This is an optimization exercise on Yosys and OpenROAD, whose aim is small area and few clock cycles per item, not a production implementation. In this exercise RTL edits were held to simulation tests only and were not proved equivalent to the original.

==> design/flow/design.v <==
package sha1_pkg;
    localparam int ROUNDS = 80;
    localparam logic [31:0] IV_H0 = 32'h67452301;
    localparam logic [31:0] IV_H1 = 32'hEFCDAB89;
    localparam logic [31:0] IV_H2 = 32'h98BADCFE;
    localparam logic [31:0] IV_H3 = 32'h10325476;
    localparam logic [31:0] IV_H4 = 32'hC3D2E1F0;
    localparam logic [159:0] SHA1_IV = {IV_H0, IV_H1, IV_H2, IV_H3, IV_H4};
    localparam logic [31:0] K_00_19 = 32'h5A827999;
    localparam logic [31:0] K_20_39 = 32'h6ED9EBA1;
    localparam logic [31:0] K_40_59 = 32'h8F1BBCDC;
    localparam logic [31:0] K_60_79 = 32'hCA62C1D6;
endpackage
import sha1_pkg::*;
module sha1_round
#(
    parameter bit HAS_X = 1'b0
)
(
    input  logic [31:0] a_in,
    input  logic [31:0] b_in,
    input  logic [31:0] c_in,
    input  logic [31:0] d_in,
    input  logic [31:0] e_in,
    input  logic [31:0] w_in,
    input  logic [1:0]  seg,
    input  logic [31:0] x_in,
    output logic [31:0] a_out,
    output logic [31:0] b_out,
    output logic [31:0] c_out,
    output logic [31:0] d_out,
    output logic [31:0] e_out
);
    logic [31:0] k;
    logic [31:0] f1, f0, f;
    logic [31:0] s1, c1, s2, c2, s3, c3, s4, c4;
    logic [31:0] ra;
    always_comb begin
        case (seg)
            2'd0:    k = K_00_19;
            2'd1:    k = K_20_39;
            2'd2:    k = K_40_59;
            default: k = K_60_79;
        endcase
    end
    assign f1 = (seg == 2'd0) ? c_in : (seg == 2'd2) ? (c_in | d_in) : ~(c_in ^ d_in);
    assign f0 = (seg == 2'd0) ? d_in : (seg == 2'd2) ? (c_in & d_in) : (c_in ^ d_in);
    assign f  = (b_in & f1) | (~b_in & f0);
    assign s1 = e_in ^ w_in ^ k;
    assign c1 = ((e_in & w_in) | (e_in & k) | (w_in & k)) << 1;
    if (HAS_X) begin : g_x
        assign s2 = s1 ^ c1 ^ x_in;
        assign c2 = ((s1 & c1) | (s1 & x_in) | (c1 & x_in)) << 1;
    end else begin : g_nox
        assign s2 = s1;
        assign c2 = c1;
    end
    assign s3 = s2 ^ c2 ^ f;
    assign c3 = ((s2 & c2) | (s2 & f) | (c2 & f)) << 1;
    assign ra = {a_in[26:0], a_in[31:27]};
    assign s4 = s3 ^ c3 ^ ra;
    assign c4 = ((s3 & c3) | (s3 & ra) | (c3 & ra)) << 1;
    assign a_out = s4 + c4;
    assign b_out = a_in;
    assign c_out = {b_in[1:0], b_in[31:2]};
    assign d_out = c_in;
    assign e_out = d_in;
endmodule
import sha1_pkg::*;
module sha1_core_mb
#(
    parameter int UNROLL = 2
)
(
    input  logic         CLK,
    input  logic         nRST,
    input  logic         START,
    input  logic         FIRST,
    input  logic [511:0] SHA1IN,
    output logic         BUSY,
    output logic         DONE,
    output logic [159:0] SHA1OUT
);
    function automatic logic [31:0] rotl(input logic [31:0] x, input int n);
        rotl = (x << n) | (x >> (32 - n));
    endfunction
    localparam int GCYC = 20 / UNROLL;
    logic          busy_q, done_q, first_q;
    logic [1:0]    seg_q;       
    logic [4:0]    sub_q;       
    logic          last;
    logic [31:0]   a_q, b_q, c_q, d_q, e_q;
    logic [15:0][31:0] w_q;
    logic [159:0]  out_q;
    logic [159:0]  chain;
    logic [159:0]  init;
    genvar gi;
    for (gi = 0; gi < 16 + UNROLL; gi++) begin : g_ext
        logic [31:0] w;
        if (gi < 16) begin : g_stored
            assign w = w_q[gi];
        end else begin : g_expand
            assign w = rotl(g_ext[gi-3].w ^ g_ext[gi-8].w ^ g_ext[gi-14].w ^ g_ext[gi-16].w, 1);
        end
    end
    logic [15:0][31:0] shift_w;
    for (gi = 0; gi < 16; gi++) begin : g_shift
        assign shift_w[gi] = g_ext[gi+UNROLL].w;
    end
    assign last  = (seg_q == 2'd3) && (sub_q == 5'(GCYC - 1));
    assign chain = first_q ? SHA1_IV : out_q;
    assign init  = FIRST ? SHA1_IV : out_q;
    for (gi = 0; gi < UNROLL; gi++) begin : g_rnd
        logic [31:0] a_i, b_i, c_i, d_i, e_i;
        logic [31:0] a_o, b_o, c_o, d_o, e_o;
        logic [31:0] x;
        if (gi == 0) begin : g_head
            assign a_i = a_q;
            assign b_i = b_q;
            assign c_i = c_q;
            assign d_i = d_q;
            assign e_i = e_q;
        end else begin : g_link
            assign a_i = g_rnd[gi-1].a_o;
            assign b_i = g_rnd[gi-1].b_o;
            assign c_i = g_rnd[gi-1].c_o;
            assign d_i = g_rnd[gi-1].d_o;
            assign e_i = g_rnd[gi-1].e_o;
        end
        assign x = (gi == UNROLL - 1 && last) ? chain[159:128] : 32'd0;
        sha1_round #(
            .HAS_X (gi == UNROLL - 1)
        ) u_round (
            .a_in  (a_i),
            .b_in  (b_i),
            .c_in  (c_i),
            .d_in  (d_i),
            .e_in  (e_i),
            .w_in  (g_ext[gi].w),
            .seg   (seg_q),
            .x_in  (x),
            .a_out (a_o),
            .b_out (b_o),
            .c_out (c_o),
            .d_out (d_o),
            .e_out (e_o)
        );
    end
    always_ff @(posedge CLK or negedge nRST) begin
        if (!nRST) begin
            busy_q  <= 1'b0;
            done_q  <= 1'b0;
            seg_q   <= '0;
            sub_q   <= '0;
            out_q   <= '0;
        end else begin
            done_q <= busy_q && last;
            if (busy_q) begin
                if (last) begin
                    busy_q <= 1'b0;
                    out_q  <= {g_rnd[UNROLL-1].a_o,
                               chain[127:96] + g_rnd[UNROLL-1].b_o,
                               chain[95:64]  + g_rnd[UNROLL-1].c_o,
                               chain[63:32]  + g_rnd[UNROLL-1].d_o,
                               chain[31:0]   + g_rnd[UNROLL-1].e_o};
                end
                if (sub_q == 5'(GCYC - 1)) begin
                    sub_q <= '0;
                    seg_q <= seg_q + 2'd1;
                end else begin
                    sub_q <= sub_q + 5'd1;
                end
            end else begin
                busy_q <= START;
                seg_q  <= '0;
                sub_q  <= '0;
            end
        end
    end
    always_ff @(posedge CLK) begin
        if (busy_q) begin
            a_q <= g_rnd[UNROLL-1].a_o;
            b_q <= g_rnd[UNROLL-1].b_o;
            c_q <= g_rnd[UNROLL-1].c_o;
            d_q <= g_rnd[UNROLL-1].d_o;
            e_q <= g_rnd[UNROLL-1].e_o;
            w_q <= shift_w;
        end else begin
            a_q <= init[159:128];
            b_q <= init[127:96];
            c_q <= init[95:64];
            d_q <= init[63:32];
            e_q <= init[31:0];
            first_q <= FIRST;
            for (int j = 0; j < 16; j++) begin
                w_q[j] <= SHA1IN[511 - 32*j -: 32];
            end
        end
    end
    assign BUSY    = busy_q;
    assign DONE    = done_q;
    assign SHA1OUT = out_q;
endmodule
==> design/flow/run.sh <==
#!/bin/bash
# synth_recipe.tcl (not shown) runs the flow's synth.tcl, then flattens the netlist and writes it again
# the make line also repeats each setting of config.mk as NAME=value (left out here)
make -C /OpenROAD-flow-scripts/flow DESIGN_CONFIG=/design/flow/config.mk WORK_HOME=/design/flow/orfs CLKGATE_MAP_FILE= SYNTH_SCRIPT=/design/flow/synth_recipe.tcl finish
==> design/flow/config.mk <==
export PLATFORM = sky130hd
export DESIGN_NAME = sha1_core_mb
export DESIGN_NICKNAME = sha1_core_mb
export VERILOG_FILES = /design/flow/design.v
export SDC_FILE = /design/flow/constraint.sdc
export NUM_CORES = 4
export LEC_CHECK = 0
export CAP_MARGIN = 20
export CORE_MARGIN = 2
export CORE_UTILIZATION = 40
export SLEW_MARGIN = 20
==> design/flow/constraint.sdc <==
create_clock -name core_clock -period 8.5 [get_ports {CLK}]
set_input_delay 1.7000 -clock core_clock [delete_from_list [all_inputs] [get_ports {CLK}]]
set_output_delay 1.7000 -clock core_clock [all_outputs]
set_load 0.01 [all_outputs]
==> notes.md <==
- Area grow syn2layout: 27.58%
- Crit path max fanout: 11
- Status: finished clean
- DRC: 0
- Crit Reg-Reg Endpoint: a_q[23]
- CP endpoint: a_q[23]
- Setup Crit Path Kind: reg2reg
- Commonest non-fill, non-tap cell in the layout: clkdlybuf4s50_1
- Floorplan Core Area: 0.1222 mm^2
- Final Hold Viols: 0
- Most frequent cells in the layout: clkdlybuf4s50_1, dfxtp_1, mux2_2, inv_1, nand2_1
- Crit. path cell count: 33
- Start of the worst register-to-register path: seg_q[1]
- Hold_buf cts: 0
- CP bufs+invs: 8
- Initial antenna violation count: 34
- Worst Skew: 0.05015 ns
- Total congestion overflow: 0
- Routed len/inst: 27.13 um
- Final instance area: 0.06307 mm^2
- Reg-to-reg slack, setup: 0.25 ns
- Max-cap violations: 0
- WHS: 0.4300 ns
- Synth Net Count: 5971
- Worst-margin pin slew: 1.075 ns
- Sinks on Clock Net: 842
- Ys async rst share: 20.07%
- Slowest-stage cell, CP: fa_1
- IO Port Bufs: 677
- DPL Wire Length: 162.6 mm
- Layout cells sized above 1: 19.37%
- Slowest Stage Delay on Critical Path: 0.56 ns
- Fmax: 121.1 MHz
- Register area share after synthesis: 35.83%
- Vias/cell: 5.314
- Worst Hold Class: reg2reg
- Nets: 6757
- Post-DRT Antenna Nets: 0
- Worst-Skew Late Latency: 0.70 ns
- Critical Path AT: 8.76 ns
- Final GP Congestion: 0.9692
- Slew Viols, Final: 0
- Final-report setup violation count: 0
- TritonCTS buffer count: 96
- CTS tree: done
- Final Cycle Share: 97.12%
- Synthesis warning total: 3
- Htree depth: 3
- Number of global-route vias before repair: 38.94k
- Min Tclk post-route: 8.255 ns
- Placed inst area: 0.05909 mm^2
- Via count: 39.45k
- Startpoint Class: flop
- IO Pins: 678
- Die Area: 0.1264 mm^2
- Chip Width: 355.6 um
- Starting Density: 40.46%
- Worst Path Required: 9.01 ns
- # fillers: 11.23k
- Initial DRC Count: 3188
- Synthesized instance count: 4912
- DRT Pass-1 Iters: 5
- Chip height: 355.6 um
- Std-Cell Rows: 128
- Max clock buf depth: 3
- Final wirelength: 201.4 mm
- Post-synth EDFFs: 1
- Avg Cell Area, Syn: 10.06 um^2
- Max_slew headroom: 27.78%
- Setup tns final: 0 ns
- Syn Std Cell Area: 0.04944 mm^2
- Largest net degree at the start of global routing: 180
- Count of cell types in the netlist: 83
- Root Driver: clkbuf_16
- Primary FF master, synth: dfxtp_1
- First-pass GRT wire length: 279.3 mm
- R2R cell count: 33
- Overall Global Routing Usage: 30.82%
- CP endpoint kind: flop
- Yosys reg bits: 842
- Crit path from: seg_q[1]
- Critical path's top delay family: compound AO/OA/AOI/OAI gates
- Reg clk slew, reported paths: 0.06 ns
## what timing repair did
action | CTS | global route
pin swaps | 1 | 43
gates cloned | 0 | 1
gates resized for setup | 5 | 69
setup endpoints to repair | 6 | 32
buffers inserted | 1 | 17
## flip-flops by register name (all words and copies together) (netlist names)
name,cells
w_q,512
out_q,160
a_q,32
b_q,32
c_q,32
d_q,32
e_q,32
sub_q,5
seg_q,2
busy_q,1
done_q,1
first_q,1
## synth_stat cells (all sizes together) (4+ instances only)
| master | count | area, um^2 |
|---|---|---|
| a211o | 7 | 62.56 |
| a211oi | 22 | 165.2 |
| a21boi | 4 | 30.03 |
| a21o | 78 | 588.1 |
| a21oi | 262 | 1315 |
| a221oi | 5 | 43.79 |
| a311oi | 4 | 58.81 |
| a31o | 7 | 61.31 |
| a31oi | 20 | 125.1 |
| and2 | 7 | 43.79 |
| and3 | 23 | 145.1 |
| and4 | 8 | 70.07 |
| buf | 40 | 155.2 |
| clkbuf | 168 | 630.6 |
| dfrtp | 169 | 4229 |
| dfxtp | 672 | 13450 |
| fa | 210 | 4204 |
| ha | 333 | 4167 |
| inv | 463 | 1738 |
| mux2 | 518 | 5833 |
| mux2i | 69 | 690.7 |
| mux4 | 64 | 1445 |
| nand2 | 425 | 1598 |
| nand2b | 24 | 150.1 |
| nand3 | 34 | 170.2 |
| nand3b | 5 | 37.54 |
| nand4 | 11 | 68.82 |
| nor2 | 226 | 850.8 |
| nor2b | 70 | 437.9 |
| nor3 | 72 | 360.4 |
| nor3b | 4 | 30.03 |
| nor4 | 7 | 43.79 |
| nor4b | 4 | 35.03 |
| o211ai | 12 | 90.09 |
| o21a | 26 | 195.2 |
| o21ai | 260 | 1301 |
| o21bai | 22 | 165.2 |
| o22ai | 47 | 294.0 |
| o31a | 5 | 43.79 |
| o31ai | 15 | 117.6 |
| or2 | 70 | 437.9 |
| or3 | 6 | 38.79 |
| xnor2 | 294 | 2575 |
| xor2 | 77 | 674.4 |
## area by class of cell
class | instances | area, um^2 | share of cell area (%)
Sequential cell | 842 | 17720 | 28.09
Multi-Input combinational cell | 3399 | 29600 | 46.93
Timing Repair Buffer | 896 | 8546 | 13.55
Inverter | 463 | 1740 | 2.759
Antenna cell | 20 | 50.05 | 0.07935
Tap cell | 1625 | 2033 | 3.224
Clock buffer | 141 | 2919 | 4.628
Clock inverter | 37 | 470.5 | 0.7459
## how the worst min path moves through the flow
stage	from	cells after the start	end	slack (ns)
after floorplan	w_q[164]	1	w_q[100]	0.43
after detailed placement	w_q[369]	1	w_q[305]	0.44
after global placement	w_q[493]	1	w_q[429]	0.44
after global routing	w_q[389]	1	w_q[325]	0.46
after CTS	w_q[176]	1	w_q[112]	0.44
final	w_q[214]	1	w_q[150]	0.43
## logic make-up (layout without fill, tap and decap cells)
kind of cell	Yosys count	in the layout	share of synthesized area, %
AO/OA/AOI/OAI	832	832	10.20
XOR/XNOR	371	371	6.573
adder cells (fa/ha/maj)	543	543	16.93
buffers and inverters	671	1537	5.105
flip-flops	842	842	35.83
multiplexers	651	651	16.12
other	0	20	0
AND/OR/NAND/NOR	1002	1002	9.243
## stage by stage
stage	worst slack [ns]	std cells	utilization, %
final	0.2452	7423	51.62
after CTS	0.01759	7385	51.15
after global routing	-0.04926	7417	51.60
after detailed placement	-0.05338	7206	48.36
after floorplan	0.02227	4912	-
after global placement	0.05269	7206	48.36
## per-layer routing
layer / GRT usage (%) / vias up / part of all wire, %
li1: - / 18218 / -
met1: 40.39 / 19413 / 42
met2: 48.86 / 1430 / 46
met3: 5.460 / 368 / 7.0
met4: 15.47 / 18 / 5.5
met5: 0 / - / 0.062
Testbench counts, summed over its fixed seeds: cycles 20,992, blocks 512.

[re-timing with driven ports]
How much do the figures lean on ideal ports? The routed layout below was timed once more, with nothing changed but the port constraints.
Step 1, drivers: a clkbuf_16 drives CLK and a buf_2 each remaining input, both assumed.
Step 2 times the ports against the registers' clock, not the clock port: input delays grow and output delays shrink by t, the midpoint of the rising clock arrivals with the driver on.
Slacks: no drivers / after step 1 / after step 2; pairs: no drivers / after step 1.
t, ns: 0.753
setup slack, ns: 0.245 / 0.245 / 0.245
hold slack, ns: 0.430 / 0.430 / 0.430
slew at the worst register clock pin (ns): 0.07 / 0.07
pins driven straight from the clock port: 1
After both steps this run still meets setup and hold. The setup slack of this run moves by 0.000 ns with the drivers and by 0.000 ns with both steps.
